What follows belongs to an exercise in optimizing a design on an open flow for small area, a short achievable clock period and few clock cycles per item; a production flow would make more cautious choices.
Function was checked by simulation only, so behaviour that the tests miss may differ from the original.

[flow/config.mk]
export PLATFORM = sky130hd
export DESIGN_NAME = matrix_op_engine
export DESIGN_NICKNAME = matrix_op_engine
export VERILOG_FILES = /design/flow/design.v
export SDC_FILE = /design/flow/constraint.sdc
export NUM_CORES = 4
export LEC_CHECK = 0
export CAP_MARGIN = 20
export CORE_MARGIN = 2
export CORE_UTILIZATION = 40
export SLEW_MARGIN = 20
[flow/constraint.sdc]
create_clock -name core_clock -period 10.0 [get_ports {clk}]
set_input_delay 2.0000 -clock core_clock [delete_from_list [all_inputs] [get_ports {clk}]]
set_output_delay 2.0000 -clock core_clock [all_outputs]
set_load 0.01 [all_outputs]
[flow/design.v]
module matrix_op_engine #(
  parameter int DW      = 32,
  parameter int AW      = 8,
  parameter int MAX_DIM = 5,
  parameter int A_BASE  = 0,
  parameter int B_BASE  = 32,
  parameter int C_BASE  = 64
) (
  input  logic                clk,
  input  logic                rst_n,
  input  logic                start,
  input  logic [2:0]          op,
  input  logic [DW-1:0]       scalar,
  output logic                busy,
  output logic                done,
  output logic                err,
  output logic [31:0]         cycle_cnt,
  output logic                mem_we,
  output logic [AW-1:0]       mem_addr,
  output logic [DW-1:0]       mem_wdata,
  input  logic [DW-1:0]       mem_rdata
);
  localparam logic [2:0] OP_TRANS  = 3'd0;
  localparam logic [2:0] OP_ADD    = 3'd1;
  localparam logic [2:0] OP_SCALAR = 3'd2;
  localparam logic [2:0] OP_MULT   = 3'd3;
  localparam logic [2:0] OP_CONV   = 3'd4;
  localparam int CW = 9;    
  logic          busy_q, done_q, err_q, fin_q;
  logic [2:0]    op_q;
  logic [CW-1:0] run_q, cnt_q;
  logic          mem_we_q;
  logic [AW-1:0] mem_addr_q;
  logic [1:0]    hreq_q;           
  logic          hdr_v_q;          
  logic [1:0]    hdr_k_q;          
  logic [2:0]    am_q, an_q, bm_q, bn_q;
  logic          amok_q, anok_q, bmok_q, bnok_q;
  logic          known_q;          
  logic [2:0]    i_q, j_q, u_q, v_q;
  logic          h_q;              
  logic          rdone_q;          
  logic          rlast_q;          
  logic [4:0]    widx_q;           
  logic          hw0_q, hw1_q;     
  logic          ewdone_q;         
  logic          t_ldp_q, t_ldq_q, t_ldw_q, t_mac_q, t_clr_q, t_ph1_q, t_last_q, t_fin_q;
  logic          r_ldp_q, r_ldq_q, r_ldw_q, r_mac_q, r_clr_q, r_ph1_q, r_last_q, r_fin_q;
  logic          m0_q, m0_clr_q, m0_ph1_q, m0_last_q, m0_fin_q;
  logic          m1_q, m1_last_q, m1_fin_q;
  logic          cpa_q, cpa_fin_q;
  logic [31:0]   p_q, q_q, acc_q, w_q;
  logic [2:0] c_rows, c_cols, imax, jmax, umax, vmax;
  logic       legal, two_rd;
  always_comb begin
    case (op_q)
      OP_TRANS: begin c_rows = an_q; c_cols = am_q; end
      OP_MULT:  begin c_rows = am_q; c_cols = bn_q; end
      OP_CONV:  begin c_rows = am_q - bm_q + 3'd1; c_cols = an_q - bn_q + 3'd1; end
      default:  begin c_rows = am_q; c_cols = an_q; end
    endcase
    imax = c_rows - 3'd1;
    jmax = c_cols - 3'd1;
    vmax = (op_q == OP_MULT) ? an_q - 3'd1 : (op_q == OP_CONV) ? bn_q - 3'd1 : 3'd0;
    umax = (op_q == OP_CONV) ? bm_q - 3'd1 : 3'd0;
    two_rd = (op_q == OP_ADD) || (op_q == OP_MULT) || (op_q == OP_CONV);
    case (op_q)
      OP_TRANS, OP_SCALAR: legal = amok_q && anok_q;
      OP_ADD:  legal = amok_q && anok_q && bmok_q && bnok_q && am_q == bm_q && an_q == bn_q;
      OP_MULT: legal = amok_q && anok_q && bmok_q && bnok_q && an_q == bm_q;
      OP_CONV: legal = amok_q && anok_q && bmok_q && bnok_q && bm_q <= am_q && bn_q <= an_q;
      default: legal = 1'b0;
    endcase
  end
  logic [2:0] ar, ac, br, bc, rr, rc, rn;
  logic [5:0] rprod;
  logic [AW-1:0] raddr;
  always_comb begin
    ar = ((op_q == OP_TRANS) ? j_q : i_q) + u_q;
    ac = ((op_q == OP_MULT) ? 3'd0 : (op_q == OP_TRANS) ? i_q : j_q) + v_q;
    br = (op_q == OP_MULT) ? v_q : (op_q == OP_CONV) ? u_q : i_q;
    bc = (op_q == OP_CONV) ? v_q : j_q;
    rr = h_q ? br : ar;
    rc = h_q ? bc : ac;
    rn = h_q ? bn_q : an_q;
    rprod = rr * rn;
    raddr = (h_q ? AW'(B_BASE + 2) : AW'(A_BASE + 2)) + AW'(rprod) + AW'(rc);
  end
  logic       in_last, el_last, r_final;
  logic [2:0] i_n, j_n, u_n, v_n;
  logic       h_n;
  always_comb begin
    i_n = i_q; j_n = j_q; u_n = u_q; v_n = v_q; h_n = 1'b0;
    in_last = (v_q == vmax) && (u_q == umax);
    el_last = in_last && (!two_rd || h_q);
    r_final = el_last && (j_q == jmax) && (i_q == imax);
    if (two_rd && !h_q) begin
      h_n = 1'b1;
    end else if (v_q != vmax) begin
      v_n = v_q + 3'd1;
    end else begin
      v_n = 3'd0;
      if (u_q != umax) begin
        u_n = u_q + 3'd1;
      end else begin
        u_n = 3'd0;
        if (j_q != jmax) begin
          j_n = j_q + 3'd1;
        end else begin
          j_n = 3'd0;
          i_n = i_q + 3'd1;
        end
      end
    end
  end
  logic [31:0] mx, prod, acc_in, acc_n;
  logic [15:0] my;
  always_comb begin
    mx     = m1_q ? {q_q[15:0], 16'd0} : p_q;
    my     = m1_q ? q_q[31:16] : q_q[15:0];
    prod   = mx * my;
    acc_in = (m0_q && m0_clr_q) ? 32'd0 : acc_q;
    acc_n  = acc_in + prod;
  end
  function automatic logic dim_ok(input logic [31:0] x);
    dim_ok = (x[31:3] == 29'd0) && (x[2:0] != 3'd0) && (x[2:0] <= 3'd5);
  endfunction
  logic issue, tok, hw_go, fin_n;
  always_comb begin
    tok   = (t_ldw_q && busy_q) || cpa_q;
    issue = busy_q && known_q && legal && !rdone_q && !tok &&
            !(op_q == OP_SCALAR && rlast_q);
    hw_go = busy_q && known_q && legal && !tok && !issue && !(hw0_q && hw1_q);
    fin_n = (tok && ((cpa_q && cpa_fin_q) || (t_ldw_q && t_fin_q) || ewdone_q) && hw0_q && hw1_q) ||
            (hw_go && ewdone_q && (hw0_q || hw1_q));
  end
  always_ff @(posedge clk or negedge rst_n) begin
    if (!rst_n) begin
      busy_q     <= 1'b0;
      done_q     <= 1'b0;
      err_q      <= 1'b0;
      fin_q      <= 1'b0;
      op_q       <= 3'd0;
      run_q      <= '0;
      cnt_q      <= '0;
      mem_we_q   <= 1'b0;
      mem_addr_q <= AW'(A_BASE);
      hreq_q     <= 2'd0;
      hdr_v_q    <= 1'b0;
      hdr_k_q    <= 2'd0;
      known_q    <= 1'b0;
      rdone_q    <= 1'b0;
      rlast_q    <= 1'b0;
      t_ldp_q    <= 1'b0;
      t_ldq_q    <= 1'b0;
      t_ldw_q    <= 1'b0;
      t_mac_q    <= 1'b0;
      r_ldp_q    <= 1'b0;
      r_ldq_q    <= 1'b0;
      r_ldw_q    <= 1'b0;
      r_mac_q    <= 1'b0;
      m0_q       <= 1'b0;
      m1_q       <= 1'b0;
      cpa_q      <= 1'b0;
      ewdone_q   <= 1'b0;
      hw0_q      <= 1'b0;
      hw1_q      <= 1'b0;
    end else begin
      done_q   <= 1'b0;
      mem_we_q <= 1'b0;
      run_q    <= run_q + CW'(1);
      hdr_v_q  <= 1'b0;
      t_ldp_q  <= r_ldp_q;
      t_ldq_q  <= r_ldq_q;
      t_ldw_q  <= r_ldw_q;
      t_mac_q  <= r_mac_q;
      r_ldp_q  <= 1'b0;
      r_ldq_q  <= 1'b0;
      r_ldw_q  <= 1'b0;
      r_mac_q  <= 1'b0;
      m0_q     <= t_mac_q;
      m1_q     <= m0_q && m0_ph1_q;
      cpa_q    <= (m0_q && !m0_ph1_q && m0_last_q) || (m1_q && m1_last_q);
      rlast_q  <= 1'b0;
      if (!busy_q) begin
        mem_addr_q <= AW'(A_BASE);
        if (start && !done_q) begin
          busy_q     <= 1'b1;
          err_q      <= 1'b0;
          op_q       <= op;
          run_q      <= CW'(1);
          mem_addr_q <= AW'(A_BASE + 1);
          hreq_q     <= 2'd1;
          hdr_v_q    <= 1'b1;
          hdr_k_q    <= 2'd0;
          known_q    <= 1'b0;
          rdone_q    <= 1'b0;
          ewdone_q   <= 1'b0;
          hw0_q      <= 1'b0;
          hw1_q      <= 1'b0;
          fin_q      <= 1'b0;
          m0_q       <= 1'b0;
          m1_q       <= 1'b0;
          cpa_q      <= 1'b0;
        end
      end else begin
        if (hreq_q != 2'd0) begin
          hdr_v_q <= 1'b1;
          hdr_k_q <= hreq_q;
          if (hreq_q == 2'd1) begin
            if (op_q == OP_TRANS || op_q == OP_SCALAR) hreq_q <= 2'd0;
            else begin hreq_q <= 2'd2; mem_addr_q <= AW'(B_BASE); end
          end else if (hreq_q == 2'd2) begin
            hreq_q <= 2'd3; mem_addr_q <= AW'(B_BASE + 1);
          end else begin
            hreq_q <= 2'd0;
          end
        end
        if (hdr_v_q) begin
          if ((hdr_k_q == 2'd1 && (op_q == OP_TRANS || op_q == OP_SCALAR)) || hdr_k_q == 2'd3)
            known_q <= 1'b1;
        end
        if (known_q && !legal) begin
          busy_q <= 1'b0;
          done_q <= 1'b1;
          err_q  <= 1'b1;
          cnt_q  <= run_q + CW'(1);
        end else if (fin_q) begin
          busy_q <= 1'b0;
          done_q <= 1'b1;
          cnt_q  <= run_q + CW'(1);
        end
        fin_q <= fin_n;
        if (tok) begin
          mem_we_q   <= 1'b1;
          mem_addr_q <= AW'(C_BASE + 2) + AW'(widx_q);
          if ((cpa_q && cpa_fin_q) || (t_ldw_q && t_fin_q)) ewdone_q <= 1'b1;
        end else if (issue) begin
          mem_addr_q <= raddr;
          rlast_q    <= 1'b1;
          if (r_final) rdone_q <= 1'b1;
          case (op_q)
            OP_TRANS:  r_ldw_q <= 1'b1;
            OP_SCALAR: begin r_ldq_q <= 1'b1; r_mac_q <= 1'b1; end
            OP_ADD:    begin r_ldp_q <= 1'b1; r_mac_q <= 1'b1; end
            default:   begin
              r_ldp_q <= !h_q;
              r_ldq_q <= h_q;
              r_mac_q <= h_q;
            end
          endcase
        end else if (hw_go) begin
          mem_we_q   <= 1'b1;
          mem_addr_q <= hw0_q ? AW'(C_BASE + 1) : AW'(C_BASE);
          if (hw0_q) hw1_q <= 1'b1;
          else hw0_q <= 1'b1;
        end
      end
    end
  end
  always_ff @(posedge clk) begin
    if (!busy_q && start) begin
      i_q <= '0; j_q <= '0; u_q <= '0; v_q <= '0; h_q <= 1'b0;
      widx_q <= '0;
      p_q <= scalar;
      q_q <= 32'd1;
    end else begin
      if (issue) begin
        i_q <= i_n; j_q <= j_n; u_q <= u_n; v_q <= v_n; h_q <= h_n;
        r_clr_q  <= (op_q == OP_SCALAR) || ((op_q == OP_ADD) ? !h_q : (u_q == 3'd0 && v_q == 3'd0));
        r_ph1_q  <= (op_q != OP_ADD);
        r_last_q <= el_last;
        r_fin_q  <= r_final;
      end
      if (tok) widx_q <= widx_q + 5'd1;
    end
    if (hdr_v_q) begin
      case (hdr_k_q)
        2'd0: begin am_q <= mem_rdata[2:0]; amok_q <= dim_ok(mem_rdata); end
        2'd1: begin an_q <= mem_rdata[2:0]; anok_q <= dim_ok(mem_rdata); end
        2'd2: begin bm_q <= mem_rdata[2:0]; bmok_q <= dim_ok(mem_rdata); end
        default: begin bn_q <= mem_rdata[2:0]; bnok_q <= dim_ok(mem_rdata); end
      endcase
    end
    t_clr_q   <= r_clr_q;
    t_ph1_q   <= r_ph1_q;
    t_last_q  <= r_last_q;
    t_fin_q   <= r_fin_q;
    m0_clr_q  <= t_clr_q;
    m0_ph1_q  <= t_ph1_q;
    m0_last_q <= t_last_q;
    m0_fin_q  <= t_fin_q;
    m1_last_q <= m0_last_q;
    m1_fin_q  <= m0_fin_q;
    cpa_fin_q <= m1_q ? m1_fin_q : m0_fin_q;
    if (t_ldp_q) p_q <= mem_rdata;
    if (t_ldq_q) q_q <= mem_rdata;
    else if (m0_q && m0_ph1_q) q_q <= {q_q[31:16], p_q[15:0]};
    if (m0_q || m1_q) acc_q <= acc_n;
    if (tok) w_q <= cpa_q ? acc_q : mem_rdata;
    else if (hw_go) w_q <= hw0_q ? 32'(c_cols) : 32'(c_rows);
  end
  assign busy      = busy_q;
  assign done      = done_q;
  assign err       = err_q;
  assign cycle_cnt = 32'(cnt_q);
  assign mem_we    = mem_we_q;
  assign mem_addr  = mem_addr_q;
  assign mem_wdata = w_q;
endmodule
[flow/run.sh]
#!/bin/bash
# synth_recipe.tcl (not shown) runs the flow's synth.tcl, then flattens the netlist and writes it again
# the make line also repeats each setting of config.mk as NAME=value (left out here)
make -C /OpenROAD-flow-scripts/flow DESIGN_CONFIG=/design/flow/config.mk WORK_HOME=/design/flow/orfs CLKGATE_MAP_FILE= SYNTH_SCRIPT=/design/flow/synth_recipe.tcl finish
==> results.txt <==
-- cells by family (layout without fill, tap and decap cells) --
logic type / after synthesis / in the layout / share of synthesized area [%]
XOR/XNOR: 101 / 101 / 3.823
flip-flops: 232 / 232 / 26.79
multiplexers: 87 / 87 / 3.969
adder cells (fa/ha/maj): 448 / 448 / 34.14
buffers and inverters: 565 / 639 / 9.379
other: 1 / 25 / 0.01570
AND/OR/NAND/NOR: 736 / 736 / 14.74
AO/OA/AOI/OAI: 248 / 248 / 7.143
-- sequential cells by signal, summed over array words and instances, names as in the netlist, 5 cells and up --
name and cells:
acc_q 32, cnt_q 9, mem_addr_q 7, p_q 32, q_q 32, run_q 9, w_q 32, widx_q 5
-- worst max-delay path by stage --
stage	depth (start not counted)	to	slack, ns
after floorplan	27	acc_q[31]	2.44
after global placement	22	acc_q[31]	2.15
after detailed placement	21	acc_q[31]	1.97
after CTS	21	acc_q[31]	1.94
after global routing	21	acc_q[31]	1.63
final	21	acc_q[31]	1.86
-- area by class of cell --
cell class / count / share of cell area, %
Sequential cell: 232 / 23.99
Multi-Input combinational cell: 1644 / 57.53
Clock inverter: 19 / 0.6186
Antenna cell: 1 / 0.009372
Timing Repair Buffer: 144 / 5.192
Inverter: 441 / 6.200
Tap cell: 773 / 3.622
Clock buffer: 35 / 2.840
-- worst reg2reg max path, stage by stage, from the launching register on --
cell and delay, ns:
edfxtp_1 0.92, nor2b_1 0.65, a21o_1 0.56, nand2_1 0.18, fa_1 0.54, inv_1 0.06
fa_1 0.57, fa_1 0.45, fa_1 0.51, fa_1 0.49, inv_1 0.05, fa_1 0.48
inv_1 0.04, ha_1 0.35, nand2_1 0.08, nor2_1 0.13, and3_1 0.20, or4b_2 0.63
a31oi_1 0.37, a311oi_1 0.22, o31ai_1 0.29, xnor2_1 0.11
-- metrics by stage --
stage | hold WS, ns | setup slack (ns) | area [µm²] | cells
after floorplan | 0.3096 | 2.440 | 23980 | 2441
after global placement | 0.3150 | 2.154 | 25740 | 3233
after detailed placement | 0.3121 | 1.968 | 25760 | 3234
after CTS | 0.3269 | 1.944 | 26680 | 3288
after global routing | 0.3378 | 1.632 | 26700 | 3289
final | 0.3269 | 1.863 | 26700 | 3289
-- routing by layer --
| metal | GRT usage [%] | share of wire, % | up-vias |
|---|---|---|---|
| li1 | - | - | 7721 |
| met1 | 30.41 | 42 | 8679 |
| met2 | 38.99 | 47 | 579 |
| met3 | 5.726 | 7.6 | 139 |
| met4 | 7.579 | 3.4 | 0 |
| met5 | 0 | 0 | - |
-- cells in the final DEF, fill, tap and decap left out, drive strengths merged, types with 8 or more instances in the layout --
cell type | Yosys | layout
nand2 | 344 | 344
edfxtp | 148 | 148
nand2b | 9 | 9
mux2i | 25 | 25
clkdlybuf4s50 | 0 | 120
dfxtp | 29 | 29
buf | 39 | 24
fa | 340 | 340
nor3 | 17 | 17
xor2 | 35 | 35
xnor2 | 64 | 64
conb | 1 | 24
dfrtp | 55 | 55
clkinv | 0 | 9
nand3b | 8 | 8
ha | 108 | 108
a21oi | 65 | 65
nand3 | 25 | 25
a22o | 48 | 48
or2 | 10 | 10
nor4 | 8 | 8
inv | 441 | 448
a211oi | 8 | 8
clkbuf | 85 | 35
and2 | 142 | 142
o21ai | 41 | 41
o22ai | 10 | 10
nor2 | 105 | 105
a21o | 17 | 17
mux2 | 62 | 62
nor2b | 33 | 33
==> reports/results.tsv <==
metric	value	unit
outcome	timing/DRC/antenna clean	
post_cts_resized	0	
synth_edf_count	148	
final_antenna_net_count	0	
worstMarginPinSlew	1.093	ns
clock_latency	0.59	ns
gr-usage-all-layers	23.57	%
cts_tree	built	
cts.sinks	232	
cp_top_family	adder cells	
setup.worst_path.start_class	flop	
synthCells	2418	
crit_arrival	8.46	ns
setup_tns	0	ns
max_freq	0.1229	GHz
final-seq-area	6405	µm²
cpMostUsedCell	fa_1	
core-area	59020	µm²
crit_type	flop to flop	
whs_path_depth	0	
min_delay_worst_endpoint	m0_last_q	
avgSynthCellArea	9.881	µm²
regToRegSetupSlack	1.86	ns
clockBufferDepth	3	
dieHeight	248.4	µm
yosys.area.top_type	fa_1	
cp_slowest_cell	edfxtp_1	
synth_common_cells	inv_1 (441), nand2_1 (343), fa_1 (340)	
synth_seq_area_share	26.79	%
htreeDepth	1	
drc	0	
via_count	17120	
hold_buffers	0	
cts-buffers-inserted	29	
dr.pass1.iters	5	
ys.flop_type	edfxtp_1	
start_util	40.48	%
cts-root-buf	clkbuf_16	
worst_r2r_startpoint	q_q[2]	
required	10.32	ns
r2r-end	acc_q[31]	
multi_input_area	15360	µm²
drt-initial-drc-count	1141	
dieWidth	248.4	µm
synth_top_area_share	28.49	%
crit_path_start	q_q[2]	
syn2layout_area_growth	11.75	%
critical_path.endpoint_type	flop	
maxSlewViolCount	0	
post_cts_buffers	0	
finish.utilization	45.24	%
grt_pass1_wl	111.1	mm
ys_async_sr_fraction	23.71	%
reg2reg_depth	21	
rows	89	
hold_start	t_last_q	
grt_remaining_overflow	0	
rsz0062_at_grt	no	
worst_slew_margin_rel	26.46	%
crit_fanout	14	
hold_viol	0	
cp.buffers_inverters	3	
hold_class	flop to flop	
via_per_inst	5.205	
io_pins	146	
antenna_found_initial	2	
nets	3010	
gp_congestion	0.9519	
finalWirelength	72.54	mm
synth_seq_cells	232	
fin_skew	0.01921	ns
yosys_warnings	1	
synthTopCellsByArea	fa_1 (28%), edfxtp_1 (19%), inv_1 (6.9%), dfrtp_1 (5.8%), ha_1 (5.7%)	
clkTransAtPathRegs	0.06	ns
die_area	61700	µm²
grt_max_degree	56	
critPathMaxStageDelay	0.92	ns
setup_viol	0	
portBuffers	121	
drive_gt1_share	6.600	%
fillers	5674	
fin_crit	8.137	ns
grt_pass1_vias	18500	
synth.most_common_cell	inv_1	
crit_chain	nor2b_1 -> a21o_1 -> nand2_1 -> fa_1 -> inv_1 -> fa_1 -> fa_1 -> fa_1 -> fa_1 -> inv_1 -> fa_1 -> inv_1 -> ha_1 -> nand2_1 -> nor2_1 -> and3_1 -> or4b_2 -> a31oi_1 -> a311oi_1 -> o31ai_1 -> xnor2_1	
max_cap_viol_count	0	
wl_per_cell	22.05	µm
place_hpwl	57.06	mm
synth_cell_type_count	77	
post-route-period-util	81.37	%
synth_area	23890	µm²
Testbench counts, summed over its fixed seeds: cycles 18,820, ops 480.

separate check: timing with driven ports:
No port has a modelled driver above. Below, the same layout with a new extraction and two added sets of constraints. Step 1 assumes that a clkbuf_16 drives the clock port and a buf_2 every other input. Step 2 also shifts input and output timing later by t, the mid clock arrival at the registers, as if the neighbouring blocks saw the same clock. Three values: ideal ports, drivers, drivers and shift; two values: the first two.
t (ns): 0.645
slack for setup (ns): 1.863 / 1.863 / 1.863
worst setup path after step 2: register to register
After both steps this run still meets setup and hold. The setup slack of this run moves by 0.000 ns with the drivers and by 0.000 ns with both steps.
